What follows belongs to an exercise in optimizing a design on an open flow for small area, a short achievable clock period and few clock cycles per item; a production flow would make more cautious choices.
Only simulation tests tie the RTL to the original design; equivalence was not proved.
Power and IR drop assume default switching activity.

==> flow/design.v <==
module sys_matmul_stream #(
  parameter int N      = 3,
  parameter int DW     = 8,
  parameter int ACC_W  = 2*DW + $clog2(N),
  parameter int SIGNED = 0
) (
  input  logic             CLK,
  input  logic             rst_n,
  input  logic             vld_in,
  output logic             rdy_in,
  input  logic [DW-1:0]    a,
  input  logic [DW-1:0]    b,
  input  logic             keep,
  output logic             vld_out,
  input  logic             rdy_out,
  output logic [ACC_W-1:0] c,
  output logic             last_out,
  output logic             busy,
  output logic [1:0]       dbg_state
);
  function automatic logic [8:0] rot1(input logic [8:0] x);
    rot1 = {x[7:0], x[8]};
  endfunction
  function automatic logic [8:0] rot2(input logic [8:0] x);
    rot2 = {x[6:0], x[8:7]};
  endfunction
  function automatic logic [8:0] rotm2(input logic [8:0] x);
    rotm2 = {x[1:0], x[8:2]};
  endfunction
  logic [8:0] ph;           
  logic [8:0] lb;           
  logic       lpar;         
  logic       lkeep;        
  logic       have_prev;    
  logic       cact;         
  logic       cfull;        
  logic [8:0] cp;           
  logic       cpar;
  logic       ckeep;
  logic [8:0] op;           
  logic [8:0] U;            
  logic       av, bv;       
  logic       akeep;
  logic       r_rdy, r_vld, r_last, r_busy, r_dbg0;
  logic [ACC_W-1:0] c_r;
  logic [DW-1:0] a_q, b_q;
  logic          v_q, wpar_q;
  logic [DW-1:0] A00, A01, A02, A11, A12, A21, A22;
  logic [DW-1:0] A10 [2];
  logic [DW-1:0] A20 [2];
  logic [DW-1:0] B10, B11, B12, B20, B21, B22;
  logic [DW-1:0] B00 [2];
  logic [DW-1:0] B01 [2];
  logic [DW-1:0] B02 [2];
  logic [ACC_W-1:0] L0s, L0c;
  logic [ACC_W-1:0] L [1:8];
  logic hs_in, hs_out;
  assign hs_in  = vld_in && r_rdy;
  assign hs_out = r_vld && rdy_out;
  logic [8:0] e_m;          
  logic       m_ready, m_fire;
  assign e_m = rot2(ph);
  assign m_ready = cfull || e_m[0] || ((e_m[1] || e_m[3] || e_m[4]) && lb[8]);
  assign m_fire  = cact && |(cp & e_m) && m_ready && !U[6];
  logic [8:0] ph_n, lb_n, cp_n, op_n, U_n;
  logic       lpar_n, lkeep_n, have_prev_n, cact_n, cfull_n, cpar_n, ckeep_n;
  logic       idle, hold;
  logic       vld_n, rdy_n, busy_n;
  logic [ACC_W-1:0] L1_n;
  assign idle = lb[0] && !cact && !(|U) && !av && !bv;
  function automatic logic rdy_calc(input logic [8:0] ph_x, input logic [8:0] lb_x,
                                    input logic cact_x, input logic cfull_x,
                                    input logic [8:0] cp_x, input logic u4, input logic u5);
    logic [8:0] done_b;    
    logic [8:0] at_b;      
    logic [8:0] at_b1;     
    logic       none, ontrack, ok;
    none  = lb_x[1] || lb_x[2];    
    done_b = 9'd0; at_b = 9'd0; at_b1 = 9'd0;
    if (lb_x[0])           begin done_b = 9'b111111000; at_b = 9'b000000100; at_b1 = 9'b000000010; end
    if (lb_x[3] || lb_x[6]) begin done_b = 9'b110000000; at_b = 9'b001000000; at_b1 = 9'b000100000; end
    if (lb_x[4] || lb_x[7]) begin done_b = 9'b100000000; at_b = 9'b010000000; at_b1 = 9'b001000000; end
    if (lb_x[5] || lb_x[8]) begin done_b = 9'b000000000; at_b = 9'b100000000; at_b1 = 9'b010000000; end
    ontrack = |(cp_x & rot2(ph_x));
    ok = !cact_x || !cfull_x || none || |(cp_x & done_b) ||
         (ontrack && |(cp_x & at_b) && !u5) ||
         (ontrack && |(cp_x & at_b1) && !u5 && !u4);
    rdy_calc = |(ph_x & lb_x) && ok;
  endfunction
  always_comb begin
    hold        = !have_prev && idle && !hs_in;
    ph_n        = hold ? 9'd1 : rot1(ph);
    lb_n        = hs_in ? rot1(lb) : lb;
    lpar_n      = lpar ^ (hs_in && lb[8]);
    lkeep_n     = (hs_in && lb[0]) ? (keep && have_prev) : lkeep;
    have_prev_n = have_prev || (hs_in && lb[8]);
    cact_n      = cact;
    cp_n        = cp;
    cfull_n     = cfull;
    cpar_n      = cpar;
    ckeep_n     = ckeep;
    if (m_fire) begin
      cp_n = rot1(cp);
      if (cp[8]) cact_n = 1'b0;
    end
    if (hs_in && lb[6]) begin
      cact_n  = 1'b1;
      cp_n    = 9'd1;
      cfull_n = 1'b0;
      cpar_n  = lpar;
      ckeep_n = lkeep;
    end
    if (hs_in && lb[8]) cfull_n = 1'b1;
    op_n = hs_out ? rot1(op) : op;
    U_n  = {U[7:2], U[1] && !hs_out, U[0], bv || U[8]};
    vld_n  = |(op_n & rotm2(ph_n)) && U_n[1] &&
             !(cact_n && !cfull_n && ((op_n[0] && !cp_n[0]) || (op_n[1] && cp_n[2])));
    rdy_n  = rdy_calc(ph_n, lb_n, cact_n, cfull_n, cp_n, U[4], U[5]);
    busy_n = !lb_n[0] || cact_n || (|U_n) || m_fire || av;
  end
  always_ff @(posedge CLK) begin
    if (!rst_n) begin
      ph        <= 9'd1;
      lb        <= 9'd1;
      lpar      <= 1'b0;
      lkeep     <= 1'b0;
      have_prev <= 1'b0;
      cact      <= 1'b0;
      cfull     <= 1'b0;
      cp        <= 9'd1;
      cpar      <= 1'b0;
      ckeep     <= 1'b0;
      op        <= 9'd1;
      U         <= '0;
      av        <= 1'b0;
      bv        <= 1'b0;
      v_q       <= 1'b0;
      r_rdy     <= 1'b1;
      r_vld     <= 1'b0;
      r_last    <= 1'b0;
      r_busy    <= 1'b0;
      r_dbg0    <= 1'b0;
      c_r       <= '0;
    end else begin
      ph        <= ph_n;
      lb        <= lb_n;
      lpar      <= lpar_n;
      lkeep     <= lkeep_n;
      have_prev <= have_prev_n;
      cact      <= cact_n;
      cfull     <= cfull_n;
      cp        <= cp_n;
      cpar      <= cpar_n;
      ckeep     <= ckeep_n;
      op        <= op_n;
      U         <= U_n;
      av        <= m_fire;
      bv        <= av;
      v_q       <= hs_in;
      r_rdy     <= rdy_n;
      r_vld     <= vld_n;
      r_last    <= vld_n && op_n[8];
      r_busy    <= busy_n;
      r_dbg0    <= !rdy_n && !vld_n;
      c_r       <= vld_n ? L1_n : '0;
    end
  end
  always_ff @(posedge CLK) begin
    a_q    <= a;
    b_q    <= b;
    wpar_q <= lpar;
    akeep  <= ckeep;
    if (v_q && ph[1]) begin A00 <= a_q;         B00[wpar_q] <= b_q; end
    if (v_q && ph[2]) begin A10[wpar_q] <= a_q; B01[wpar_q] <= b_q; end
    if (v_q && ph[3]) begin A20[wpar_q] <= a_q; B02[wpar_q] <= b_q; end
    if (v_q && ph[4]) begin A01 <= a_q;         B10 <= b_q; end
    if (v_q && ph[5]) begin A11 <= a_q;         B11 <= b_q; end
    if (v_q && ph[6]) begin A21 <= a_q;         B12 <= b_q; end
    if (v_q && ph[7]) begin A02 <= a_q;         B20 <= b_q; end
    if (v_q && ph[8]) begin A12 <= a_q;         B21 <= b_q; end
    if (v_q && ph[0]) begin A22 <= a_q;         B22 <= b_q; end
  end
  logic [DW-1:0] x0, x1, x2, y0, y1, y2;
  logic row0, row1, col0, col1;
  logic fwd_a, fwd_b;
  assign row0  = e_m[0] || e_m[1] || e_m[2];
  assign row1  = e_m[3] || e_m[4] || e_m[5];
  assign col0  = e_m[0] || e_m[3] || e_m[6];
  assign col1  = e_m[1] || e_m[4] || e_m[7];
  assign fwd_a = v_q && ph[7];
  assign fwd_b = v_q && (ph[7] || ph[8] || ph[0]);
  always_comb begin
    if (row0)      begin x0 = A00;       x1 = A01; x2 = A02; end
    else if (row1) begin x0 = A10[cpar]; x1 = A11; x2 = A12; end
    else           begin x0 = A20[cpar]; x1 = A21; x2 = A22; end
    if (fwd_a) x2 = a_q;
    if (col0)      begin y0 = B00[cpar]; y1 = B10; y2 = B20; end
    else if (col1) begin y0 = B01[cpar]; y1 = B11; y2 = B21; end
    else           begin y0 = B02[cpar]; y1 = B12; y2 = B22; end
    if (fwd_b) y2 = b_q;
  end
  logic [DW-1:0] X0, X1, X2, Y0, Y1, Y2;
  always_ff @(posedge CLK) begin
    X0 <= x0; X1 <= x1; X2 <= x2;
    Y0 <= y0; Y1 <= y1; Y2 <= y2;
  end
  logic [DW-1:0] pp0 [DW];
  logic [DW-1:0] pp1 [DW];
  logic [DW-1:0] pp2 [DW];
  logic [ACC_W-1:0] cpm;
  always_comb begin
    for (int i = 0; i < DW; i++) begin
      pp0[i] = X0[i] ? Y0 : '0;
      pp1[i] = X1[i] ? Y1 : '0;
      pp2[i] = X2[i] ? Y2 : '0;
    end
    cpm = akeep ? L[7] : '0;
  end
  logic [ACC_W-1:0] sum_r0, sum_r1;
  logic [3:0] ra0;
  logic [5:0] ra1;
  logic [5:0] ra2;
  logic [5:0] ra3;
  logic [5:0] ra4;
  logic [5:0] ra5;
  logic [5:0] ra6;
  logic [5:0] ra7;
  logic [5:0] ra8;
  logic [5:0] ra9;
  logic [5:0] ra10;
  logic [5:0] ra11;
  logic [5:0] ra12;
  logic [5:0] ra13;
  logic [5:0] ra14;
  logic [1:0] ra15;
  logic [0:0] ra16;
  logic [0:0] ra17;
  logic tas1;
  logic tac2;
  logic tas3;
  logic tac4;
  logic tas5;
  logic tac6;
  logic tas7;
  logic tac8;
  logic tas9;
  logic tac10;
  logic tas11;
  logic tac12;
  logic tas13;
  logic tac14;
  logic tas15;
  logic tac16;
  logic tas17;
  logic tac18;
  logic tas19;
  logic tac20;
  logic tas21;
  logic tac22;
  logic tas23;
  logic tac24;
  logic tas25;
  logic tac26;
  logic tas27;
  logic tac28;
  logic tas29;
  logic tac30;
  logic tas31;
  logic tac32;
  logic tas33;
  logic tac34;
  logic tas35;
  logic tac36;
  logic tas37;
  logic tac38;
  logic tas39;
  logic tac40;
  logic tas41;
  logic tac42;
  logic tas43;
  logic tac44;
  logic tas45;
  logic tac46;
  logic tas47;
  logic tac48;
  logic tas49;
  logic tac50;
  logic tas51;
  logic tac52;
  logic tas53;
  logic tac54;
  logic tas55;
  logic tac56;
  logic tas57;
  logic tac58;
  logic tas59;
  logic tac60;
  logic tas61;
  logic tac62;
  logic tas63;
  logic tac64;
  logic tas65;
  logic tac66;
  logic tas67;
  logic tac68;
  logic tas69;
  logic tac70;
  logic tas71;
  logic tac72;
  logic tas73;
  logic tac74;
  logic tas75;
  logic tac76;
  logic tas77;
  logic tac78;
  logic tas79;
  logic tac80;
  logic tas81;
  logic tac82;
  logic tas83;
  logic tac84;
  logic tas85;
  logic tac86;
  logic tas87;
  logic tac88;
  logic tas89;
  logic tac90;
  logic tas91;
  logic tac92;
  logic tas93;
  logic tac94;
  logic tas95;
  logic tac96;
  logic tas97;
  logic tac98;
  logic tas99;
  logic tac100;
  logic tas101;
  logic tac102;
  logic tas103;
  logic tac104;
  logic tas105;
  logic tac106;
  logic tas107;
  logic tac108;
  logic tas109;
  logic tac110;
  logic tas111;
  logic tac112;
  logic tas113;
  logic tac114;
  logic tas115;
  logic tac116;
  logic tas117;
  logic tac118;
  logic tas119;
  logic tac120;
  logic tas121;
  logic tac122;
  logic tas123;
  logic tac124;
  logic tas125;
  logic tac126;
  logic tas127;
  logic tac128;
  logic tas129;
  logic tac130;
  logic tas131;
  logic tac132;
  logic tas133;
  logic tac134;
  logic tas135;
  logic tac136;
  logic tas137;
  logic tac138;
  logic tas139;
  logic tac140;
  logic tas141;
  logic tac142;
  logic tas143;
  logic tac144;
  logic tas145;
  logic tac146;
  logic tas147;
  logic tac148;
  logic tas149;
  logic tac150;
  logic tas151;
  logic tac152;
  logic tas153;
  logic tac154;
  logic tas155;
  logic tac156;
  logic tas157;
  logic tac158;
  logic tas159;
  logic tac160;
  logic tas161;
  logic tac162;
  logic tas163;
  logic tac164;
  logic tas165;
  logic tac166;
  logic tas167;
  logic tac168;
  logic tas169;
  logic tac170;
  logic tas171;
  logic tac172;
  logic tas173;
  logic tac174;
  logic tas175;
  logic tac176;
  logic tas177;
  logic tac178;
  logic tas179;
  logic tac180;
  logic tas181;
  logic tac182;
  logic tas183;
  logic tac184;
  logic tas185;
  logic tac186;
  logic tas187;
  logic tac188;
  logic tas189;
  logic tac190;
  logic tas191;
  logic tac192;
  logic tas193;
  logic tac194;
  logic tas195;
  logic tac196;
  logic tas197;
  logic tac198;
  logic tas199;
  logic tac200;
  logic tas201;
  logic tac202;
  logic tas203;
  logic tac204;
  logic tas205;
  logic tac206;
  logic tas207;
  logic tac208;
  logic tas209;
  logic tac210;
  logic tas211;
  logic tac212;
  logic tas213;
  logic tac214;
  logic tas215;
  logic tac216;
  logic tas217;
  logic tac218;
  logic tas219;
  logic tac220;
  logic tas221;
  logic tac222;
  logic tas223;
  logic tac224;
  logic tas225;
  logic tac226;
  logic tas227;
  logic tac228;
  logic tas229;
  logic tac230;
  logic tas231;
  logic tac232;
  logic tas233;
  logic tac234;
  logic tas235;
  logic tac236;
  logic tas237;
  logic tac238;
  logic tas239;
  logic tac240;
  logic tas241;
  logic tac242;
  logic tas243;
  logic tac244;
  logic tas245;
  logic tac246;
  logic tas247;
  logic tac248;
  logic tas249;
  logic tac250;
  logic tas251;
  logic tac252;
  logic tas253;
  logic tac254;
  logic tas255;
  logic tac256;
  logic tbs257;
  logic tbc258;
  logic tbs259;
  logic tbc260;
  logic tbs261;
  logic tbc262;
  logic tbs263;
  logic tbc264;
  logic tbs265;
  logic tbc266;
  logic tbs267;
  logic tbc268;
  logic tbs269;
  logic tbc270;
  logic tbs271;
  logic tbc272;
  logic tbs273;
  logic tbc274;
  logic tbs275;
  logic tbc276;
  logic tbs277;
  logic tbc278;
  logic tbs279;
  logic tbc280;
  logic tbs281;
  logic tbc282;
  logic tbs283;
  logic tbc284;
  logic tbs285;
  logic tbc286;
  logic tbs287;
  logic tbc288;
  logic tbs289;
  logic tbc290;
  logic tbs291;
  logic tbc292;
  logic tbs293;
  logic tbc294;
  logic tbs295;
  logic tbc296;
  logic tbs297;
  logic tbc298;
  logic tbs299;
  logic tbc300;
  logic tbs301;
  logic tbc302;
  logic tbs303;
  logic tbc304;
  logic tbs305;
  logic tbc306;
  logic tbs307;
  logic tbc308;
  logic tbs309;
  logic tbc310;
  logic tbs311;
  logic tbc312;
  logic tbs313;
  logic tbc314;
  logic tbs315;
  logic tbc316;
  logic tbs317;
  logic tbc318;
  logic tbs319;
  logic tbc320;
  logic tbs321;
  logic tbc322;
  logic tbs323;
  logic tbc324;
  logic tbs325;
  logic tbc326;
  logic tbs327;
  logic tbc328;
  logic tbs329;
  logic tbc330;
  logic tbs331;
  logic tbc332;
  logic tbs333;
  logic tbc334;
  logic tbs335;
  logic tbc336;
  logic tbs337;
  logic tbc338;
  logic tbs339;
  logic tbc340;
  logic tbs341;
  logic tbc342;
  logic tbs343;
  logic tbc344;
  logic tbs345;
  logic tbc346;
  logic tbs347;
  logic tbc348;
  logic tbs349;
  logic tbc350;
  logic tbs351;
  logic tbc352;
  logic tbs353;
  logic tbc354;
  logic tbs355;
  logic tbc356;
  logic tbs357;
  logic tbc358;
  logic tbs359;
  logic tbc360;
  logic tbs361;
  logic tbc362;
  logic tbs363;
  logic tbc364;
  logic tbs365;
  logic tbc366;
  logic tbs367;
  logic tbc368;
  logic tbs369;
  logic tbc370;
  logic tbs371;
  logic tbc372;
  logic tbs373;
  logic tbc374;
  logic tbs375;
  logic tbc376;
  assign tas1 = pp0[0][6] ^ pp0[1][5] ^ pp0[2][4];
  assign tac2 = (pp0[0][6] & pp0[1][5]) | (pp0[0][6] & pp0[2][4]) | (pp0[1][5] & pp0[2][4]);
  assign tas3 = pp0[3][3] ^ pp0[4][2];
  assign tac4 = pp0[3][3] & pp0[4][2];
  assign tas5 = pp0[0][7] ^ pp0[1][6] ^ pp0[2][5];
  assign tac6 = (pp0[0][7] & pp0[1][6]) | (pp0[0][7] & pp0[2][5]) | (pp0[1][6] & pp0[2][5]);
  assign tas7 = pp0[3][4] ^ pp0[4][3] ^ pp0[5][2];
  assign tac8 = (pp0[3][4] & pp0[4][3]) | (pp0[3][4] & pp0[5][2]) | (pp0[4][3] & pp0[5][2]);
  assign tas9 = pp0[6][1] ^ pp0[7][0] ^ pp1[0][7];
  assign tac10 = (pp0[6][1] & pp0[7][0]) | (pp0[6][1] & pp1[0][7]) | (pp0[7][0] & pp1[0][7]);
  assign tas11 = pp1[1][6] ^ pp1[2][5] ^ pp1[3][4];
  assign tac12 = (pp1[1][6] & pp1[2][5]) | (pp1[1][6] & pp1[3][4]) | (pp1[2][5] & pp1[3][4]);
  assign tas13 = pp0[1][7] ^ pp0[2][6] ^ pp0[3][5];
  assign tac14 = (pp0[1][7] & pp0[2][6]) | (pp0[1][7] & pp0[3][5]) | (pp0[2][6] & pp0[3][5]);
  assign tas15 = pp0[4][4] ^ pp0[5][3] ^ pp0[6][2];
  assign tac16 = (pp0[4][4] & pp0[5][3]) | (pp0[4][4] & pp0[6][2]) | (pp0[5][3] & pp0[6][2]);
  assign tas17 = pp0[7][1] ^ pp1[1][7] ^ pp1[2][6];
  assign tac18 = (pp0[7][1] & pp1[1][7]) | (pp0[7][1] & pp1[2][6]) | (pp1[1][7] & pp1[2][6]);
  assign tas19 = pp1[3][5] ^ pp1[4][4];
  assign tac20 = pp1[3][5] & pp1[4][4];
  assign tas21 = pp0[2][7] ^ pp0[3][6] ^ pp0[4][5];
  assign tac22 = (pp0[2][7] & pp0[3][6]) | (pp0[2][7] & pp0[4][5]) | (pp0[3][6] & pp0[4][5]);
  assign tas23 = pp0[5][4] ^ pp0[6][3] ^ pp0[7][2];
  assign tac24 = (pp0[5][4] & pp0[6][3]) | (pp0[5][4] & pp0[7][2]) | (pp0[6][3] & pp0[7][2]);
  assign tas25 = pp0[0][4] ^ pp0[1][3] ^ pp0[2][2];
  assign tac26 = (pp0[0][4] & pp0[1][3]) | (pp0[0][4] & pp0[2][2]) | (pp0[1][3] & pp0[2][2]);
  assign tas27 = pp0[3][1] ^ pp0[4][0];
  assign tac28 = pp0[3][1] & pp0[4][0];
  assign tas29 = pp0[0][5] ^ pp0[1][4] ^ pp0[2][3];
  assign tac30 = (pp0[0][5] & pp0[1][4]) | (pp0[0][5] & pp0[2][3]) | (pp0[1][4] & pp0[2][3]);
  assign tas31 = pp0[3][2] ^ pp0[4][1] ^ pp0[5][0];
  assign tac32 = (pp0[3][2] & pp0[4][1]) | (pp0[3][2] & pp0[5][0]) | (pp0[4][1] & pp0[5][0]);
  assign tas33 = pp1[0][5] ^ pp1[1][4] ^ pp1[2][3];
  assign tac34 = (pp1[0][5] & pp1[1][4]) | (pp1[0][5] & pp1[2][3]) | (pp1[1][4] & pp1[2][3]);
  assign tas35 = pp1[3][2] ^ pp1[4][1] ^ pp1[5][0];
  assign tac36 = (pp1[3][2] & pp1[4][1]) | (pp1[3][2] & pp1[5][0]) | (pp1[4][1] & pp1[5][0]);
  assign tas37 = pp0[5][1] ^ pp0[6][0] ^ pp1[0][6];
  assign tac38 = (pp0[5][1] & pp0[6][0]) | (pp0[5][1] & pp1[0][6]) | (pp0[6][0] & pp1[0][6]);
  assign tas39 = pp1[1][5] ^ pp1[2][4] ^ pp1[3][3];
  assign tac40 = (pp1[1][5] & pp1[2][4]) | (pp1[1][5] & pp1[3][3]) | (pp1[2][4] & pp1[3][3]);
  assign tas41 = pp1[4][2] ^ pp1[5][1] ^ pp1[6][0];
  assign tac42 = (pp1[4][2] & pp1[5][1]) | (pp1[4][2] & pp1[6][0]) | (pp1[5][1] & pp1[6][0]);
  assign tas43 = pp2[0][6] ^ pp2[1][5] ^ pp2[2][4];
  assign tac44 = (pp2[0][6] & pp2[1][5]) | (pp2[0][6] & pp2[2][4]) | (pp2[1][5] & pp2[2][4]);
  assign tas45 = pp2[3][3] ^ pp2[4][2] ^ pp2[5][1];
  assign tac46 = (pp2[3][3] & pp2[4][2]) | (pp2[3][3] & pp2[5][1]) | (pp2[4][2] & pp2[5][1]);
  assign tas47 = pp1[4][3] ^ pp1[5][2] ^ pp1[6][1];
  assign tac48 = (pp1[4][3] & pp1[5][2]) | (pp1[4][3] & pp1[6][1]) | (pp1[5][2] & pp1[6][1]);
  assign tas49 = pp1[7][0] ^ pp2[0][7] ^ pp2[1][6];
  assign tac50 = (pp1[7][0] & pp2[0][7]) | (pp1[7][0] & pp2[1][6]) | (pp2[0][7] & pp2[1][6]);
  assign tas51 = pp2[2][5] ^ pp2[3][4] ^ pp2[4][3];
  assign tac52 = (pp2[2][5] & pp2[3][4]) | (pp2[2][5] & pp2[4][3]) | (pp2[3][4] & pp2[4][3]);
  assign tas53 = pp2[5][2] ^ pp2[6][1] ^ pp2[7][0];
  assign tac54 = (pp2[5][2] & pp2[6][1]) | (pp2[5][2] & pp2[7][0]) | (pp2[6][1] & pp2[7][0]);
  assign tas55 = cpm[7] ^ tas5 ^ tas7;
  assign tac56 = (cpm[7] & tas5) | (cpm[7] & tas7) | (tas5 & tas7);
  assign tas57 = tas9 ^ tas11;
  assign tac58 = tas9 & tas11;
  assign tas59 = pp1[5][3] ^ pp1[6][2] ^ pp1[7][1];
  assign tac60 = (pp1[5][3] & pp1[6][2]) | (pp1[5][3] & pp1[7][1]) | (pp1[6][2] & pp1[7][1]);
  assign tas61 = pp2[1][7] ^ pp2[2][6] ^ pp2[3][5];
  assign tac62 = (pp2[1][7] & pp2[2][6]) | (pp2[1][7] & pp2[3][5]) | (pp2[2][6] & pp2[3][5]);
  assign tas63 = pp2[4][4] ^ pp2[5][3] ^ pp2[6][2];
  assign tac64 = (pp2[4][4] & pp2[5][3]) | (pp2[4][4] & pp2[6][2]) | (pp2[5][3] & pp2[6][2]);
  assign tas65 = pp2[7][1] ^ cpm[8] ^ tas13;
  assign tac66 = (pp2[7][1] & cpm[8]) | (pp2[7][1] & tas13) | (cpm[8] & tas13);
  assign tas67 = tas15 ^ tas17 ^ tas19;
  assign tac68 = (tas15 & tas17) | (tas15 & tas19) | (tas17 & tas19);
  assign tas69 = tac6 ^ tac8 ^ tac10;
  assign tac70 = (tac6 & tac8) | (tac6 & tac10) | (tac8 & tac10);
  assign tas71 = pp1[2][7] ^ pp1[3][6] ^ pp1[4][5];
  assign tac72 = (pp1[2][7] & pp1[3][6]) | (pp1[2][7] & pp1[4][5]) | (pp1[3][6] & pp1[4][5]);
  assign tas73 = pp1[5][4] ^ pp1[6][3] ^ pp1[7][2];
  assign tac74 = (pp1[5][4] & pp1[6][3]) | (pp1[5][4] & pp1[7][2]) | (pp1[6][3] & pp1[7][2]);
  assign tas75 = pp2[2][7] ^ pp2[3][6] ^ pp2[4][5];
  assign tac76 = (pp2[2][7] & pp2[3][6]) | (pp2[2][7] & pp2[4][5]) | (pp2[3][6] & pp2[4][5]);
  assign tas77 = pp2[5][4] ^ pp2[6][3] ^ pp2[7][2];
  assign tac78 = (pp2[5][4] & pp2[6][3]) | (pp2[5][4] & pp2[7][2]) | (pp2[6][3] & pp2[7][2]);
  assign tas79 = cpm[9] ^ tas21 ^ tas23;
  assign tac80 = (cpm[9] & tas21) | (cpm[9] & tas23) | (tas21 & tas23);
  assign tas81 = tac14 ^ tac16 ^ tac18;
  assign tac82 = (tac14 & tac16) | (tac14 & tac18) | (tac16 & tac18);
  assign tas83 = pp0[3][7] ^ pp0[4][6] ^ pp0[5][5];
  assign tac84 = (pp0[3][7] & pp0[4][6]) | (pp0[3][7] & pp0[5][5]) | (pp0[4][6] & pp0[5][5]);
  assign tas85 = pp0[6][4] ^ pp0[7][3] ^ pp1[3][7];
  assign tac86 = (pp0[6][4] & pp0[7][3]) | (pp0[6][4] & pp1[3][7]) | (pp0[7][3] & pp1[3][7]);
  assign tas87 = pp1[4][6] ^ pp1[5][5] ^ pp1[6][4];
  assign tac88 = (pp1[4][6] & pp1[5][5]) | (pp1[4][6] & pp1[6][4]) | (pp1[5][5] & pp1[6][4]);
  assign tas89 = pp1[7][3] ^ pp2[3][7] ^ pp2[4][6];
  assign tac90 = (pp1[7][3] & pp2[3][7]) | (pp1[7][3] & pp2[4][6]) | (pp2[3][7] & pp2[4][6]);
  assign tas91 = pp2[5][5] ^ pp2[6][4] ^ pp2[7][3];
  assign tac92 = (pp2[5][5] & pp2[6][4]) | (pp2[5][5] & pp2[7][3]) | (pp2[6][4] & pp2[7][3]);
  assign tas93 = cpm[10] ^ tac22;
  assign tac94 = cpm[10] & tac22;
  assign tas95 = pp0[4][7] ^ pp0[5][6] ^ pp0[6][5];
  assign tac96 = (pp0[4][7] & pp0[5][6]) | (pp0[4][7] & pp0[6][5]) | (pp0[5][6] & pp0[6][5]);
  assign tas97 = pp0[7][4] ^ pp1[4][7] ^ pp1[5][6];
  assign tac98 = (pp0[7][4] & pp1[4][7]) | (pp0[7][4] & pp1[5][6]) | (pp1[4][7] & pp1[5][6]);
  assign tas99 = pp1[6][5] ^ pp1[7][4] ^ pp2[4][7];
  assign tac100 = (pp1[6][5] & pp1[7][4]) | (pp1[6][5] & pp2[4][7]) | (pp1[7][4] & pp2[4][7]);
  assign tas101 = pp0[0][2] ^ pp0[1][1];
  assign tac102 = pp0[0][2] & pp0[1][1];
  assign tas103 = pp0[0][3] ^ pp0[1][2] ^ pp0[2][1];
  assign tac104 = (pp0[0][3] & pp0[1][2]) | (pp0[0][3] & pp0[2][1]) | (pp0[1][2] & pp0[2][1]);
  assign tas105 = pp0[3][0] ^ pp1[0][3] ^ pp1[1][2];
  assign tac106 = (pp0[3][0] & pp1[0][3]) | (pp0[3][0] & pp1[1][2]) | (pp1[0][3] & pp1[1][2]);
  assign tas107 = pp1[2][1] ^ pp1[3][0];
  assign tac108 = pp1[2][1] & pp1[3][0];
  assign tas109 = pp1[0][4] ^ pp1[1][3] ^ pp1[2][2];
  assign tac110 = (pp1[0][4] & pp1[1][3]) | (pp1[0][4] & pp1[2][2]) | (pp1[1][3] & pp1[2][2]);
  assign tas111 = pp1[3][1] ^ pp1[4][0] ^ pp2[0][4];
  assign tac112 = (pp1[3][1] & pp1[4][0]) | (pp1[3][1] & pp2[0][4]) | (pp1[4][0] & pp2[0][4]);
  assign tas113 = pp2[1][3] ^ pp2[2][2] ^ pp2[3][1];
  assign tac114 = (pp2[1][3] & pp2[2][2]) | (pp2[1][3] & pp2[3][1]) | (pp2[2][2] & pp2[3][1]);
  assign tas115 = pp2[4][0] ^ cpm[4];
  assign tac116 = pp2[4][0] & cpm[4];
  assign tas117 = pp2[0][5] ^ pp2[1][4] ^ pp2[2][3];
  assign tac118 = (pp2[0][5] & pp2[1][4]) | (pp2[0][5] & pp2[2][3]) | (pp2[1][4] & pp2[2][3]);
  assign tas119 = pp2[3][2] ^ pp2[4][1] ^ pp2[5][0];
  assign tac120 = (pp2[3][2] & pp2[4][1]) | (pp2[3][2] & pp2[5][0]) | (pp2[4][1] & pp2[5][0]);
  assign tas121 = cpm[5] ^ tas29 ^ tas31;
  assign tac122 = (cpm[5] & tas29) | (cpm[5] & tas31) | (tas29 & tas31);
  assign tas123 = tas33 ^ tas35 ^ tac26;
  assign tac124 = (tas33 & tas35) | (tas33 & tac26) | (tas35 & tac26);
  assign tas125 = pp2[6][0] ^ cpm[6] ^ tas1;
  assign tac126 = (pp2[6][0] & cpm[6]) | (pp2[6][0] & tas1) | (cpm[6] & tas1);
  assign tas127 = tas3 ^ tas37 ^ tas39;
  assign tac128 = (tas3 & tas37) | (tas3 & tas39) | (tas37 & tas39);
  assign tas129 = tas41 ^ tas43 ^ tas45;
  assign tac130 = (tas41 & tas43) | (tas41 & tas45) | (tas43 & tas45);
  assign tas131 = tac30 ^ tac32 ^ tac34;
  assign tac132 = (tac30 & tac32) | (tac30 & tac34) | (tac32 & tac34);
  assign tas133 = tac2 ^ tac4 ^ tas47;
  assign tac134 = (tac2 & tac4) | (tac2 & tas47) | (tac4 & tas47);
  assign tas135 = tas49 ^ tas51 ^ tas53;
  assign tac136 = (tas49 & tas51) | (tas49 & tas53) | (tas51 & tas53);
  assign tas137 = tas55 ^ tas57 ^ tac38;
  assign tac138 = (tas55 & tas57) | (tas55 & tac38) | (tas57 & tac38);
  assign tas139 = tac40 ^ tac42 ^ tac44;
  assign tac140 = (tac40 & tac42) | (tac40 & tac44) | (tac42 & tac44);
  assign tas141 = tac12 ^ tas59 ^ tas61;
  assign tac142 = (tac12 & tas59) | (tac12 & tas61) | (tas59 & tas61);
  assign tas143 = tas63 ^ tas65 ^ tas67;
  assign tac144 = (tas63 & tas65) | (tas63 & tas67) | (tas65 & tas67);
  assign tas145 = tas69 ^ tac48 ^ tac50;
  assign tac146 = (tas69 & tac48) | (tas69 & tac50) | (tac48 & tac50);
  assign tas147 = tac52 ^ tac54 ^ tac56;
  assign tac148 = (tac52 & tac54) | (tac52 & tac56) | (tac54 & tac56);
  assign tas149 = tac20 ^ tas71 ^ tas73;
  assign tac150 = (tac20 & tas71) | (tac20 & tas73) | (tas71 & tas73);
  assign tas151 = tas75 ^ tas77 ^ tas79;
  assign tac152 = (tas75 & tas77) | (tas75 & tas79) | (tas77 & tas79);
  assign tas153 = tas81 ^ tac60 ^ tac62;
  assign tac154 = (tas81 & tac60) | (tas81 & tac62) | (tac60 & tac62);
  assign tas155 = tac64 ^ tac66 ^ tac68;
  assign tac156 = (tac64 & tac66) | (tac64 & tac68) | (tac66 & tac68);
  assign tas157 = tac24 ^ tas83 ^ tas85;
  assign tac158 = (tac24 & tas83) | (tac24 & tas85) | (tas83 & tas85);
  assign tas159 = tas87 ^ tas89 ^ tas91;
  assign tac160 = (tas87 & tas89) | (tas87 & tas91) | (tas89 & tas91);
  assign tas161 = tas93 ^ tac72 ^ tac74;
  assign tac162 = (tas93 & tac72) | (tas93 & tac74) | (tac72 & tac74);
  assign tas163 = tac76 ^ tac78 ^ tac80;
  assign tac164 = (tac76 & tac78) | (tac76 & tac80) | (tac78 & tac80);
  assign tas165 = pp2[5][6] ^ pp2[6][5] ^ pp2[7][4];
  assign tac166 = (pp2[5][6] & pp2[6][5]) | (pp2[5][6] & pp2[7][4]) | (pp2[6][5] & pp2[7][4]);
  assign tas167 = cpm[11] ^ tas95 ^ tas97;
  assign tac168 = (cpm[11] & tas95) | (cpm[11] & tas97) | (tas95 & tas97);
  assign tas169 = tas99 ^ tac84 ^ tac86;
  assign tac170 = (tas99 & tac84) | (tas99 & tac86) | (tac84 & tac86);
  assign tas171 = tac88 ^ tac90 ^ tac92;
  assign tac172 = (tac88 & tac90) | (tac88 & tac92) | (tac90 & tac92);
  assign tas173 = pp0[5][7] ^ pp0[6][6] ^ pp0[7][5];
  assign tac174 = (pp0[5][7] & pp0[6][6]) | (pp0[5][7] & pp0[7][5]) | (pp0[6][6] & pp0[7][5]);
  assign tas175 = pp1[5][7] ^ pp1[6][6] ^ pp1[7][5];
  assign tac176 = (pp1[5][7] & pp1[6][6]) | (pp1[5][7] & pp1[7][5]) | (pp1[6][6] & pp1[7][5]);
  assign tas177 = pp2[5][7] ^ pp2[6][6] ^ pp2[7][5];
  assign tac178 = (pp2[5][7] & pp2[6][6]) | (pp2[5][7] & pp2[7][5]) | (pp2[6][6] & pp2[7][5]);
  assign tas179 = cpm[12] ^ tac96 ^ tac98;
  assign tac180 = (cpm[12] & tac96) | (cpm[12] & tac98) | (tac96 & tac98);
  assign tas181 = pp0[6][7] ^ pp0[7][6] ^ pp1[6][7];
  assign tac182 = (pp0[6][7] & pp0[7][6]) | (pp0[6][7] & pp1[6][7]) | (pp0[7][6] & pp1[6][7]);
  assign tas183 = pp0[0][1] ^ pp0[1][0];
  assign tac184 = pp0[0][1] & pp0[1][0];
  assign tas185 = pp0[2][0] ^ pp1[0][2] ^ pp1[1][1];
  assign tac186 = (pp0[2][0] & pp1[0][2]) | (pp0[2][0] & pp1[1][1]) | (pp1[0][2] & pp1[1][1]);
  assign tas187 = pp1[2][0] ^ pp2[0][2] ^ pp2[1][1];
  assign tac188 = (pp1[2][0] & pp2[0][2]) | (pp1[2][0] & pp2[1][1]) | (pp2[0][2] & pp2[1][1]);
  assign tas189 = pp2[0][3] ^ pp2[1][2] ^ pp2[2][1];
  assign tac190 = (pp2[0][3] & pp2[1][2]) | (pp2[0][3] & pp2[2][1]) | (pp2[1][2] & pp2[2][1]);
  assign tas191 = pp2[3][0] ^ cpm[3] ^ tas103;
  assign tac192 = (pp2[3][0] & cpm[3]) | (pp2[3][0] & tas103) | (cpm[3] & tas103);
  assign tas193 = tas105 ^ tas107;
  assign tac194 = tas105 & tas107;
  assign tas195 = tas25 ^ tas27 ^ tas109;
  assign tac196 = (tas25 & tas27) | (tas25 & tas109) | (tas27 & tas109);
  assign tas197 = tas111 ^ tas113 ^ tas115;
  assign tac198 = (tas111 & tas113) | (tas111 & tas115) | (tas113 & tas115);
  assign tas199 = tac104 ^ tac106 ^ tac108;
  assign tac200 = (tac104 & tac106) | (tac104 & tac108) | (tac106 & tac108);
  assign tas201 = tac28 ^ tas117 ^ tas119;
  assign tac202 = (tac28 & tas117) | (tac28 & tas119) | (tas117 & tas119);
  assign tas203 = tas121 ^ tas123 ^ tac110;
  assign tac204 = (tas121 & tas123) | (tas121 & tac110) | (tas123 & tac110);
  assign tas205 = tac112 ^ tac114 ^ tac116;
  assign tac206 = (tac112 & tac114) | (tac112 & tac116) | (tac114 & tac116);
  assign tas207 = tac36 ^ tas125 ^ tas127;
  assign tac208 = (tac36 & tas125) | (tac36 & tas127) | (tas125 & tas127);
  assign tas209 = tas129 ^ tas131 ^ tac118;
  assign tac210 = (tas129 & tas131) | (tas129 & tac118) | (tas131 & tac118);
  assign tas211 = tac120 ^ tac122 ^ tac124;
  assign tac212 = (tac120 & tac122) | (tac120 & tac124) | (tac122 & tac124);
  assign tas213 = tac46 ^ tas133 ^ tas135;
  assign tac214 = (tac46 & tas133) | (tac46 & tas135) | (tas133 & tas135);
  assign tas215 = tas137 ^ tas139 ^ tac126;
  assign tac216 = (tas137 & tas139) | (tas137 & tac126) | (tas139 & tac126);
  assign tas217 = tac128 ^ tac130 ^ tac132;
  assign tac218 = (tac128 & tac130) | (tac128 & tac132) | (tac130 & tac132);
  assign tas219 = tac58 ^ tas141 ^ tas143;
  assign tac220 = (tac58 & tas141) | (tac58 & tas143) | (tas141 & tas143);
  assign tas221 = tas145 ^ tas147 ^ tac134;
  assign tac222 = (tas145 & tas147) | (tas145 & tac134) | (tas147 & tac134);
  assign tas223 = tac136 ^ tac138 ^ tac140;
  assign tac224 = (tac136 & tac138) | (tac136 & tac140) | (tac138 & tac140);
  assign tas225 = tac70 ^ tas149 ^ tas151;
  assign tac226 = (tac70 & tas149) | (tac70 & tas151) | (tas149 & tas151);
  assign tas227 = tas153 ^ tas155 ^ tac142;
  assign tac228 = (tas153 & tas155) | (tas153 & tac142) | (tas155 & tac142);
  assign tas229 = tac144 ^ tac146 ^ tac148;
  assign tac230 = (tac144 & tac146) | (tac144 & tac148) | (tac146 & tac148);
  assign tas231 = tac82 ^ tas157 ^ tas159;
  assign tac232 = (tac82 & tas157) | (tac82 & tas159) | (tas157 & tas159);
  assign tas233 = tas161 ^ tas163 ^ tac150;
  assign tac234 = (tas161 & tas163) | (tas161 & tac150) | (tas163 & tac150);
  assign tas235 = tac152 ^ tac154 ^ tac156;
  assign tac236 = (tac152 & tac154) | (tac152 & tac156) | (tac154 & tac156);
  assign tas237 = tac94 ^ tas165 ^ tas167;
  assign tac238 = (tac94 & tas165) | (tac94 & tas167) | (tas165 & tas167);
  assign tas239 = tas169 ^ tas171 ^ tac158;
  assign tac240 = (tas169 & tas171) | (tas169 & tac158) | (tas171 & tac158);
  assign tas241 = tac160 ^ tac162 ^ tac164;
  assign tac242 = (tac160 & tac162) | (tac160 & tac164) | (tac162 & tac164);
  assign tas243 = tac100 ^ tas173 ^ tas175;
  assign tac244 = (tac100 & tas173) | (tac100 & tas175) | (tas173 & tas175);
  assign tas245 = tas177 ^ tas179 ^ tac166;
  assign tac246 = (tas177 & tas179) | (tas177 & tac166) | (tas179 & tac166);
  assign tas247 = tac168 ^ tac170 ^ tac172;
  assign tac248 = (tac168 & tac170) | (tac168 & tac172) | (tac170 & tac172);
  assign tas249 = pp1[7][6] ^ pp2[6][7] ^ pp2[7][6];
  assign tac250 = (pp1[7][6] & pp2[6][7]) | (pp1[7][6] & pp2[7][6]) | (pp2[6][7] & pp2[7][6]);
  assign tas251 = cpm[13] ^ tas181 ^ tac174;
  assign tac252 = (cpm[13] & tas181) | (cpm[13] & tac174) | (tas181 & tac174);
  assign tas253 = tac176 ^ tac178 ^ tac180;
  assign tac254 = (tac176 & tac178) | (tac176 & tac180) | (tac178 & tac180);
  assign tas255 = pp0[7][7] ^ pp1[7][7] ^ pp2[7][7];
  assign tac256 = (pp0[7][7] & pp1[7][7]) | (pp0[7][7] & pp2[7][7]) | (pp1[7][7] & pp2[7][7]);
  always_ff @(posedge CLK) begin
    ra0 <= {cpm[0], pp2[0][0], pp1[0][0], pp0[0][0]};
    ra1 <= {tas183, cpm[1], pp2[1][0], pp2[0][1], pp1[1][0], pp1[0][1]};
    ra2 <= {tac184, tas187, tas185, tas101, cpm[2], pp2[2][0]};
    ra3 <= {tac188, tac186, tas193, tas191, tas189, tac102};
    ra4 <= {tac194, tac192, tac190, tas199, tas197, tas195};
    ra5 <= {tac200, tac198, tac196, tas205, tas203, tas201};
    ra6 <= {tac206, tac204, tac202, tas211, tas209, tas207};
    ra7 <= {tac212, tac210, tac208, tas217, tas215, tas213};
    ra8 <= {tac218, tac216, tac214, tas223, tas221, tas219};
    ra9 <= {tac224, tac222, tac220, tas229, tas227, tas225};
    ra10 <= {tac230, tac228, tac226, tas235, tas233, tas231};
    ra11 <= {tac236, tac234, tac232, tas241, tas239, tas237};
    ra12 <= {tac242, tac240, tac238, tas247, tas245, tas243};
    ra13 <= {tac248, tac246, tac244, tas253, tas251, tas249};
    ra14 <= {tac254, tac252, tac250, tas255, tac182, cpm[14]};
    ra15 <= {tac256, cpm[15]};
    ra16 <= {cpm[16]};
    ra17 <= {cpm[17]};
  end
  assign tbs257 = ra1[0] ^ ra1[1] ^ ra1[2];
  assign tbc258 = (ra1[0] & ra1[1]) | (ra1[0] & ra1[2]) | (ra1[1] & ra1[2]);
  assign tbs259 = ra2[0] ^ ra2[1] ^ ra2[2];
  assign tbc260 = (ra2[0] & ra2[1]) | (ra2[0] & ra2[2]) | (ra2[1] & ra2[2]);
  assign tbs261 = ra2[3] ^ ra2[4];
  assign tbc262 = ra2[3] & ra2[4];
  assign tbs263 = ra3[0] ^ ra3[1] ^ ra3[2];
  assign tbc264 = (ra3[0] & ra3[1]) | (ra3[0] & ra3[2]) | (ra3[1] & ra3[2]);
  assign tbs265 = ra3[3] ^ ra3[4] ^ ra3[5];
  assign tbc266 = (ra3[3] & ra3[4]) | (ra3[3] & ra3[5]) | (ra3[4] & ra3[5]);
  assign tbs267 = ra4[0] ^ ra4[1] ^ ra4[2];
  assign tbc268 = (ra4[0] & ra4[1]) | (ra4[0] & ra4[2]) | (ra4[1] & ra4[2]);
  assign tbs269 = ra4[3] ^ ra4[4] ^ ra4[5];
  assign tbc270 = (ra4[3] & ra4[4]) | (ra4[3] & ra4[5]) | (ra4[4] & ra4[5]);
  assign tbs271 = ra5[0] ^ ra5[1] ^ ra5[2];
  assign tbc272 = (ra5[0] & ra5[1]) | (ra5[0] & ra5[2]) | (ra5[1] & ra5[2]);
  assign tbs273 = ra5[3] ^ ra5[4] ^ ra5[5];
  assign tbc274 = (ra5[3] & ra5[4]) | (ra5[3] & ra5[5]) | (ra5[4] & ra5[5]);
  assign tbs275 = ra6[0] ^ ra6[1] ^ ra6[2];
  assign tbc276 = (ra6[0] & ra6[1]) | (ra6[0] & ra6[2]) | (ra6[1] & ra6[2]);
  assign tbs277 = ra6[3] ^ ra6[4] ^ ra6[5];
  assign tbc278 = (ra6[3] & ra6[4]) | (ra6[3] & ra6[5]) | (ra6[4] & ra6[5]);
  assign tbs279 = ra7[0] ^ ra7[1] ^ ra7[2];
  assign tbc280 = (ra7[0] & ra7[1]) | (ra7[0] & ra7[2]) | (ra7[1] & ra7[2]);
  assign tbs281 = ra7[3] ^ ra7[4] ^ ra7[5];
  assign tbc282 = (ra7[3] & ra7[4]) | (ra7[3] & ra7[5]) | (ra7[4] & ra7[5]);
  assign tbs283 = ra8[0] ^ ra8[1] ^ ra8[2];
  assign tbc284 = (ra8[0] & ra8[1]) | (ra8[0] & ra8[2]) | (ra8[1] & ra8[2]);
  assign tbs285 = ra8[3] ^ ra8[4] ^ ra8[5];
  assign tbc286 = (ra8[3] & ra8[4]) | (ra8[3] & ra8[5]) | (ra8[4] & ra8[5]);
  assign tbs287 = ra9[0] ^ ra9[1] ^ ra9[2];
  assign tbc288 = (ra9[0] & ra9[1]) | (ra9[0] & ra9[2]) | (ra9[1] & ra9[2]);
  assign tbs289 = ra9[3] ^ ra9[4] ^ ra9[5];
  assign tbc290 = (ra9[3] & ra9[4]) | (ra9[3] & ra9[5]) | (ra9[4] & ra9[5]);
  assign tbs291 = ra10[0] ^ ra10[1] ^ ra10[2];
  assign tbc292 = (ra10[0] & ra10[1]) | (ra10[0] & ra10[2]) | (ra10[1] & ra10[2]);
  assign tbs293 = ra10[3] ^ ra10[4] ^ ra10[5];
  assign tbc294 = (ra10[3] & ra10[4]) | (ra10[3] & ra10[5]) | (ra10[4] & ra10[5]);
  assign tbs295 = ra11[0] ^ ra11[1] ^ ra11[2];
  assign tbc296 = (ra11[0] & ra11[1]) | (ra11[0] & ra11[2]) | (ra11[1] & ra11[2]);
  assign tbs297 = ra11[3] ^ ra11[4] ^ ra11[5];
  assign tbc298 = (ra11[3] & ra11[4]) | (ra11[3] & ra11[5]) | (ra11[4] & ra11[5]);
  assign tbs299 = ra12[0] ^ ra12[1] ^ ra12[2];
  assign tbc300 = (ra12[0] & ra12[1]) | (ra12[0] & ra12[2]) | (ra12[1] & ra12[2]);
  assign tbs301 = ra12[3] ^ ra12[4] ^ ra12[5];
  assign tbc302 = (ra12[3] & ra12[4]) | (ra12[3] & ra12[5]) | (ra12[4] & ra12[5]);
  assign tbs303 = ra13[0] ^ ra13[1] ^ ra13[2];
  assign tbc304 = (ra13[0] & ra13[1]) | (ra13[0] & ra13[2]) | (ra13[1] & ra13[2]);
  assign tbs305 = ra13[3] ^ ra13[4] ^ ra13[5];
  assign tbc306 = (ra13[3] & ra13[4]) | (ra13[3] & ra13[5]) | (ra13[4] & ra13[5]);
  assign tbs307 = ra14[0] ^ ra14[1] ^ ra14[2];
  assign tbc308 = (ra14[0] & ra14[1]) | (ra14[0] & ra14[2]) | (ra14[1] & ra14[2]);
  assign tbs309 = ra14[3] ^ ra14[4] ^ ra14[5];
  assign tbc310 = (ra14[3] & ra14[4]) | (ra14[3] & ra14[5]) | (ra14[4] & ra14[5]);
  assign tbs311 = ra0[0] ^ ra0[1];
  assign tbc312 = ra0[0] & ra0[1];
  assign tbs313 = ra1[3] ^ ra1[4] ^ ra1[5];
  assign tbc314 = (ra1[3] & ra1[4]) | (ra1[3] & ra1[5]) | (ra1[4] & ra1[5]);
  assign tbs315 = ra2[5] ^ tbs259 ^ tbs261;
  assign tbc316 = (ra2[5] & tbs259) | (ra2[5] & tbs261) | (tbs259 & tbs261);
  assign tbs317 = tbs263 ^ tbs265 ^ tbc260;
  assign tbc318 = (tbs263 & tbs265) | (tbs263 & tbc260) | (tbs265 & tbc260);
  assign tbs319 = tbs267 ^ tbs269 ^ tbc264;
  assign tbc320 = (tbs267 & tbs269) | (tbs267 & tbc264) | (tbs269 & tbc264);
  assign tbs321 = tbs271 ^ tbs273 ^ tbc268;
  assign tbc322 = (tbs271 & tbs273) | (tbs271 & tbc268) | (tbs273 & tbc268);
  assign tbs323 = tbs275 ^ tbs277 ^ tbc272;
  assign tbc324 = (tbs275 & tbs277) | (tbs275 & tbc272) | (tbs277 & tbc272);
  assign tbs325 = tbs279 ^ tbs281 ^ tbc276;
  assign tbc326 = (tbs279 & tbs281) | (tbs279 & tbc276) | (tbs281 & tbc276);
  assign tbs327 = tbs283 ^ tbs285 ^ tbc280;
  assign tbc328 = (tbs283 & tbs285) | (tbs283 & tbc280) | (tbs285 & tbc280);
  assign tbs329 = tbs287 ^ tbs289 ^ tbc284;
  assign tbc330 = (tbs287 & tbs289) | (tbs287 & tbc284) | (tbs289 & tbc284);
  assign tbs331 = tbs291 ^ tbs293 ^ tbc288;
  assign tbc332 = (tbs291 & tbs293) | (tbs291 & tbc288) | (tbs293 & tbc288);
  assign tbs333 = tbs295 ^ tbs297 ^ tbc292;
  assign tbc334 = (tbs295 & tbs297) | (tbs295 & tbc292) | (tbs297 & tbc292);
  assign tbs335 = tbs299 ^ tbs301 ^ tbc296;
  assign tbc336 = (tbs299 & tbs301) | (tbs299 & tbc296) | (tbs301 & tbc296);
  assign tbs337 = tbs303 ^ tbs305 ^ tbc300;
  assign tbc338 = (tbs303 & tbs305) | (tbs303 & tbc300) | (tbs305 & tbc300);
  assign tbs339 = tbs307 ^ tbs309 ^ tbc304;
  assign tbc340 = (tbs307 & tbs309) | (tbs307 & tbc304) | (tbs309 & tbc304);
  assign tbs341 = ra15[0] ^ ra15[1] ^ tbc308;
  assign tbc342 = (ra15[0] & ra15[1]) | (ra15[0] & tbc308) | (ra15[1] & tbc308);
  assign tbs343 = ra0[2] ^ ra0[3];
  assign tbc344 = ra0[2] & ra0[3];
  assign tbs345 = tbs257 ^ tbs313 ^ tbc312;
  assign tbc346 = (tbs257 & tbs313) | (tbs257 & tbc312) | (tbs313 & tbc312);
  assign tbs347 = tbc258 ^ tbs315 ^ tbc314;
  assign tbc348 = (tbc258 & tbs315) | (tbc258 & tbc314) | (tbs315 & tbc314);
  assign tbs349 = tbc262 ^ tbs317 ^ tbc316;
  assign tbc350 = (tbc262 & tbs317) | (tbc262 & tbc316) | (tbs317 & tbc316);
  assign tbs351 = tbc266 ^ tbs319 ^ tbc318;
  assign tbc352 = (tbc266 & tbs319) | (tbc266 & tbc318) | (tbs319 & tbc318);
  assign tbs353 = tbc270 ^ tbs321 ^ tbc320;
  assign tbc354 = (tbc270 & tbs321) | (tbc270 & tbc320) | (tbs321 & tbc320);
  assign tbs355 = tbc274 ^ tbs323 ^ tbc322;
  assign tbc356 = (tbc274 & tbs323) | (tbc274 & tbc322) | (tbs323 & tbc322);
  assign tbs357 = tbc278 ^ tbs325 ^ tbc324;
  assign tbc358 = (tbc278 & tbs325) | (tbc278 & tbc324) | (tbs325 & tbc324);
  assign tbs359 = tbc282 ^ tbs327 ^ tbc326;
  assign tbc360 = (tbc282 & tbs327) | (tbc282 & tbc326) | (tbs327 & tbc326);
  assign tbs361 = tbc286 ^ tbs329 ^ tbc328;
  assign tbc362 = (tbc286 & tbs329) | (tbc286 & tbc328) | (tbs329 & tbc328);
  assign tbs363 = tbc290 ^ tbs331 ^ tbc330;
  assign tbc364 = (tbc290 & tbs331) | (tbc290 & tbc330) | (tbs331 & tbc330);
  assign tbs365 = tbc294 ^ tbs333 ^ tbc332;
  assign tbc366 = (tbc294 & tbs333) | (tbc294 & tbc332) | (tbs333 & tbc332);
  assign tbs367 = tbc298 ^ tbs335 ^ tbc334;
  assign tbc368 = (tbc298 & tbs335) | (tbc298 & tbc334) | (tbs335 & tbc334);
  assign tbs369 = tbc302 ^ tbs337 ^ tbc336;
  assign tbc370 = (tbc302 & tbs337) | (tbc302 & tbc336) | (tbs337 & tbc336);
  assign tbs371 = tbc306 ^ tbs339 ^ tbc338;
  assign tbc372 = (tbc306 & tbs339) | (tbc306 & tbc338) | (tbs339 & tbc338);
  assign tbs373 = tbc310 ^ tbs341 ^ tbc340;
  assign tbc374 = (tbc310 & tbs341) | (tbc310 & tbc340) | (tbs341 & tbc340);
  assign tbs375 = ra16[0] ^ tbc342;
  assign tbc376 = ra16[0] & tbc342;
  assign sum_r0 = {ra17[0], tbs375, tbs373, tbs371, tbs369, tbs367, tbs365, tbs363, tbs361, tbs359, tbs357, tbs355, tbs353, tbs351, tbs349, tbs347, tbs345, tbs311};
  assign sum_r1 = {tbc376, tbc374, tbc372, tbc370, tbc368, tbc366, tbc364, tbc362, tbc360, tbc358, tbc356, tbc354, tbc352, tbc350, tbc348, tbc346, tbc344, tbs343};
  assign L1_n = L0s + L0c;
  always_ff @(posedge CLK) begin
    L0s  <= bv ? sum_r0 : L[8];
    L0c  <= bv ? sum_r1 : '0;
    L[1] <= L1_n;
    for (int i = 2; i <= 8; i++) L[i] <= L[i-1];
  end
  assign rdy_in    = r_rdy;
  assign vld_out   = r_vld;
  assign last_out  = r_last;
  assign busy      = r_busy;
  assign dbg_state = {r_vld, r_dbg0};
  assign c         = c_r;
endmodule
==> flow/flow/run.sh <==
#!/bin/bash
# Probe flow: standard layout with a tighter repair target.
cp standard.sh standard_copy.log
cp config.mk config_orig.log
echo "export SETUP_SLACK_MARGIN = 5.5" >> config.mk
echo "export ABC_CLOCK_PERIOD_IN_PS = 2500" >> config.mk
bash standard.sh > standard_run.log 2>&1
==> flow/standard.sh <==
#!/bin/bash
# synth_recipe.tcl (not shown) runs the flow's synth.tcl, then flattens the netlist and writes it again
# the make line also repeats each setting of config.mk as NAME=value (left out here)
make -C /OpenROAD-flow-scripts/flow DESIGN_CONFIG=/design/flow/config.mk WORK_HOME=/design/flow/orfs CLKGATE_MAP_FILE= SYNTH_SCRIPT=/design/flow/synth_recipe.tcl "${@:-finish}"
==> flow/config.mk <==
export PLATFORM = sky130hd
export DESIGN_NAME = sys_matmul_stream
export DESIGN_NICKNAME = sys_matmul_stream
export VERILOG_FILES = /design/flow/design.v
export SDC_FILE = /design/flow/constraint.sdc
export NUM_CORES = 4
export LEC_CHECK = 0
export CAP_MARGIN = 20
export CORE_MARGIN = 2
export CORE_UTILIZATION = 40
export SLEW_MARGIN = 20
export SETUP_SLACK_MARGIN = 5.5
export ABC_CLOCK_PERIOD_IN_PS = 2500
==> flow/constraint.sdc <==
create_clock -name core_clock -period 8.0 [get_ports {CLK}]
set_input_delay 1.6000 -clock core_clock [delete_from_list [all_inputs] [get_ports {CLK}]]
set_output_delay 1.6000 -clock core_clock [all_outputs]
set_load 0.01 [all_outputs]
==> impl_metrics.yaml <==
outcome:
  run_status: "timing/DRC/antenna clean"
hold_path:
  timing.hold.worst.class: "flip-flop to flip-flop"
  hold_path_startpoint: "L[1][16]$_DFF_P_"
logic_synthesis:
  synth-seq-area-share_pct: 58.4
  syn_nets: 2062
  postSynthCellCount: 1835
  synth_area_per_cell_sq_um: 13.0
  synth_async_reset_ratio_pct: 0
  synth-main-ff-cell: "dfxtp_1"
  synth_cell_types: 61
  synthesis.yosys.warnings: 5
  synth-edff-count: 184
  syn-cell-area_sq_um: 23800
  ys_ff_latch: 601
worst_setup_path:
  worst-endpoint-required_ns: 8.47
  critPathSlowestCell: "a31oi_1"
  cp-startpoint: "vld_in"
  reg2reg_to: "ra8[0]$_DFF_P_"
  critPathMaxStageDelay_ns: 0.30
  worstSetupEndpointType: "flip-flop"
  cp_cell_sequence: "buf_12 -> nand2_8 -> mux2i_4 -> buf_4 -> buf_12 -> nor2b_4 -> nand2_1 -> a31oi_1 -> nor4_4 -> o311ai_4 -> a31oi_1"
  timing.reg2reg.setup_slack_ns: 5.24
  crit_fanout: 8
  critical_path.reg2reg.startpoint: "X1[2]$_DFF_P_"
  critPathCapture: "r_dbg0$_SDFF_PN0_"
  worst-r2r-cell-count: 7
  cp-start-kind: "input port"
  path_class: "input port to flip-flop"
  endpoint_arrival_time_on_the_critical_path_ns: 3.25
global_routing:
  grt_antenna_before_repair: 0
  first_global_vias: 13700
  wire_length_of_the_first_global_routing_pass_microns: 76000
  grtUsageMet1_pct: 21.8
  globalRouteMet3Util_pct: 2.51
  grt_most_used_layer: "met2"
  overflow: 0
  grt_util_all_layers_pct: 16.0
  globalRouteMet2Util_pct: 26.2
  grt_start_max_net_pins: 49
sta:
  slew_headroom_pct: 38.4
  timing.final.hold_violations: 0
  worst_slack_ns: 5.22
  min_period_ns: 2.78
  fmax_ghz: 0.360
  setup_repair_after_global_routing_missed_its_margin: "yes"
  setup_viol: 0
  clock_skew_after_layout_ns: 0.0247
  timing.final.crit_share_pct: 34.8
  drv_slew: 0
  worstMarginPinSlew_ns: 0.922
  tns_ns: 0
  fin_worst_hold_slack_ns: 0.323
power:
  vdd_ir_drop_max_mv: 0.175
  power.leakage_nw: 11.7
  power_density_nw_per_um2: 280
  totalPowerFinal_mw: 7.94
cells_and_area:
  area_growth_syn_to_layout_pct: 19.5
  final_util_pct: 48.2
  layout.filler_cells: 5131
  final_net_count: 2199
  antennaDiodeCount: 0
  final_layout_size_suffix_gt1_share_pct: 21.1
  layout.area.seq_sq_um: 14000
  multiInputGateArea_sq_um: 9400
  final_cells: 2794
  finish.instance_area_sq_um: 28400
die:
  core_area_sq_um: 58900
  vertical_extent_of_the_die_microns: 248
  placementRows: 89
  initial_utilization_pct: 40.3
  die_w_microns: 248
  die_area_sq_um: 61400
  io_pins: 45
clock_tree:
  tritoncts: "done"
  clk_transition_reported_paths_ns: 0.06
  clkSinkCount: 601
  post_cts_hold_buffer_count: 0
  clockBufferDepth: 3
  cts_root_buf: "clkbuf_16"
  cts_max_level: 2
  clk-insertion-delay-late_ns: 0.62
  tritoncts.num_buffers: 57
place:
  dpl.cell_count: 2618
  dpl-instance-area_sq_um: 25200
  numPortBuffers: 44
  post_dp_hpwl_microns: 33500
  routabilityCongestion: 0.904
  detailedPlace.worstSlack_ns: 3.57
routing:
  detail_route.vias_per_cell: 4.69
  iteration_0_drc_count_of_the_detailed_router: 661
  num_vias: 13100
  wire_per_inst_microns: 17.1
  drt-total-wl_microns: 47800
  firstDrtPassIters: 5
  drcViolationCount: 0
  antenna_violating_nets_post_route: 0
job:
  max-cap-violations: 0
routing by layer:
metal	up-vias	part of all wire, %	wire, microns
li1	6259	-	-
met1	6538	47	22600
met2	219	47	22300
met3	101	3.2	1540
met4	0	2.8	1340
met5	-	0	0
final cells by class:
| type | instances | share of cell area [%] |
|---|---|---|
| clock buffer | 72 | 5.45 |
| inverter | 226 | 3.03 |
| timing repair buffer | 123 | 4.15 |
| tap | 773 | 3.41 |
| clock inverter | 36 | 1.59 |
| multi-input combinational | 962 | 33.1 |
| sequential | 601 | 49.2 |
| timing repair inverter | 1 | 0.0397 |
kinds of logic after synthesis:
family                   synth area share [%]
AO/OA/AOI/OAI                            4.11
adder cells (fa/ha/maj)                  16.4
flip-flops                               58.4
AND/OR/NAND/NOR                          10.8
multiplexers                             5.36
XOR/XNOR                                0.516
buffers and inverters                    4.43
worst min path at each step:
stage / to / slack (ns) / cells past startpoint
after floorplan: L[2][0]$_DFF_P_ / 0.31 / 0
after global placement: L[2][0]$_DFF_P_ / 0.31 / 0
after detailed placement: L[5][1]$_DFF_P_ / 0.31 / 0
after CTS: L[2][16]$_DFF_P_ / 0.32 / 0
after global routing: L[2][16]$_DFF_P_ / 0.32 / 0
final: L[2][16]$_DFF_P_ / 0.32 / 0
worst max-delay path: cells and delay by family:
kind	cells	cell delay (ns)
buffers and inverters	3	0.39
muxes	1	0.21
AOI/OAI and AO/OA	3	0.66
and+or+nand+nor	4	0.39
cell usage in the layout, fill, tap and decap left out, types with 4 or more instances in the layout:
| cell | n |
|---|---|
| fa_1 | 155 |
| a21oi_1 | 41 |
| buf_12 | 5 |
| o22ai_1 | 6 |
| clkbuf_1 | 8 |
| and2_4 | 29 |
| dfxtp_2 | 25 |
| dfxtp_4 | 20 |
| nor2b_1 | 20 |
| nand2b_1 | 5 |
| nand2_1 | 122 |
| buf_6 | 37 |
| edfxtp_1 | 184 |
| xnor2_1 | 10 |
| nor2_1 | 38 |
| mux2i_1 | 49 |
| nand3_1 | 12 |
| nor3_1 | 5 |
| a21boi_0 | 6 |
| mux4_2 | 16 |
| and2_1 | 189 |
| a21oi_2 | 4 |
| clkdlybuf4s50_1 | 18 |
| inv_1 | 211 |
| and3_1 | 9 |
| fa_2 | 20 |
| buf_4 | 58 |
| bufinv_16 | 9 |
| o21ai_0 | 50 |
| xor2_1 | 4 |
| clkinv_2 | 14 |
| inv_2 | 14 |
| mux2_2 | 29 |
| clkbuf_8 | 6 |
| ha_1 | 29 |
| dfxtp_1 | 372 |
| nor3_2 | 5 |
| clkbuf_16 | 57 |
| clkinvlp_4 | 6 |
repair_timing:
action                                  in CTS  in global routing
cloned                                       1                  0
buffers inserted                            49                 18
gates resized for setup                    275                 68
pin swaps                                   34                 35
endpoints found under the setup margin      93                 75
state kept, by name, indices dropped and copies added (netlist names), 9 cells and up, named ones only:
| name | count |
|---|---|
| L0c | 18 |
| op | 9 |
| U | 9 |
| A20 | 16 |
| c_r | 18 |
| L | 144 |
| B02 | 16 |
| B01 | 16 |
| ph | 9 |
| L0s | 18 |
| cp | 9 |
| B00 | 16 |
| lb | 9 |
| A10 | 16 |
power by group:
group | internal (mW) | switching [mW]
Clock | 1.67 | 1.14
Sequential | 3.34 | 0.149
Combinational | 0.724 | 0.916
cell usage after synthesis, drive strengths merged (3+ instances only):
| cell type | number | share of area (%) |
|---|---|---|
| o32ai | 3 | 0.11 |
| clkbuf | 35 | 0.55 |
| dfxtp | 417 | 35 |
| a21oi | 45 | 0.95 |
| a21boi | 10 | 0.32 |
| nand2 | 127 | 2.0 |
| nor2b | 22 | 0.58 |
| nand3 | 16 | 0.39 |
| nor2 | 42 | 0.66 |
| xnor2 | 10 | 0.37 |
| inv | 226 | 3.6 |
| mux2i | 53 | 2.2 |
| and2 | 218 | 5.7 |
| nor3 | 12 | 0.25 |
| o21ai | 55 | 1.2 |
| ha | 31 | 1.6 |
| a211oi | 6 | 0.19 |
| nor3b | 5 | 0.16 |
| buf | 11 | 0.31 |
| mux2 | 34 | 1.6 |
| mux4 | 16 | 1.5 |
| nand2b | 5 | 0.13 |
| and3 | 12 | 0.32 |
| fa | 175 | 15 |
| a31oi | 3 | 0.079 |
| xor2 | 4 | 0.15 |
| nor4 | 6 | 0.16 |
| o22ai | 9 | 0.24 |
| a22oi | 3 | 0.095 |
| o21a | 3 | 0.095 |
| o31ai | 3 | 0.095 |
| edfxtp | 184 | 23 |
Testbench counts, summed over its fixed seeds: cycles 14,488, items 1,600.

afterwards: timing with drivers on the ports:
The flow's constraints put no driver on any port. The routed layout listed below was extracted and timed again, unchanged, in two steps. Step 1: set_driving_cell puts a clkbuf_16 on CLK and a buf_2 on each other input, an assumption about the parent block. Step 2 also shifts input and output timing later by t, the mid clock arrival at the registers, as if the neighbouring blocks saw the same clock. Slacks: ideal / step 1 / step 2; pairs: ideal / step 1.
t (ns): 0.662
setup WS [ns]: 5.218 / 5.218 / 4.556
worst setup path at the end: input to register
worst register clock-pin slew, ns: 0.07 / 0.07
cell pins on the clock port's net: 1
After both steps this run still meets setup and hold. For this run, drivers alone change the setup slack by 0.000 ns; drivers and shift together by -0.662 ns.
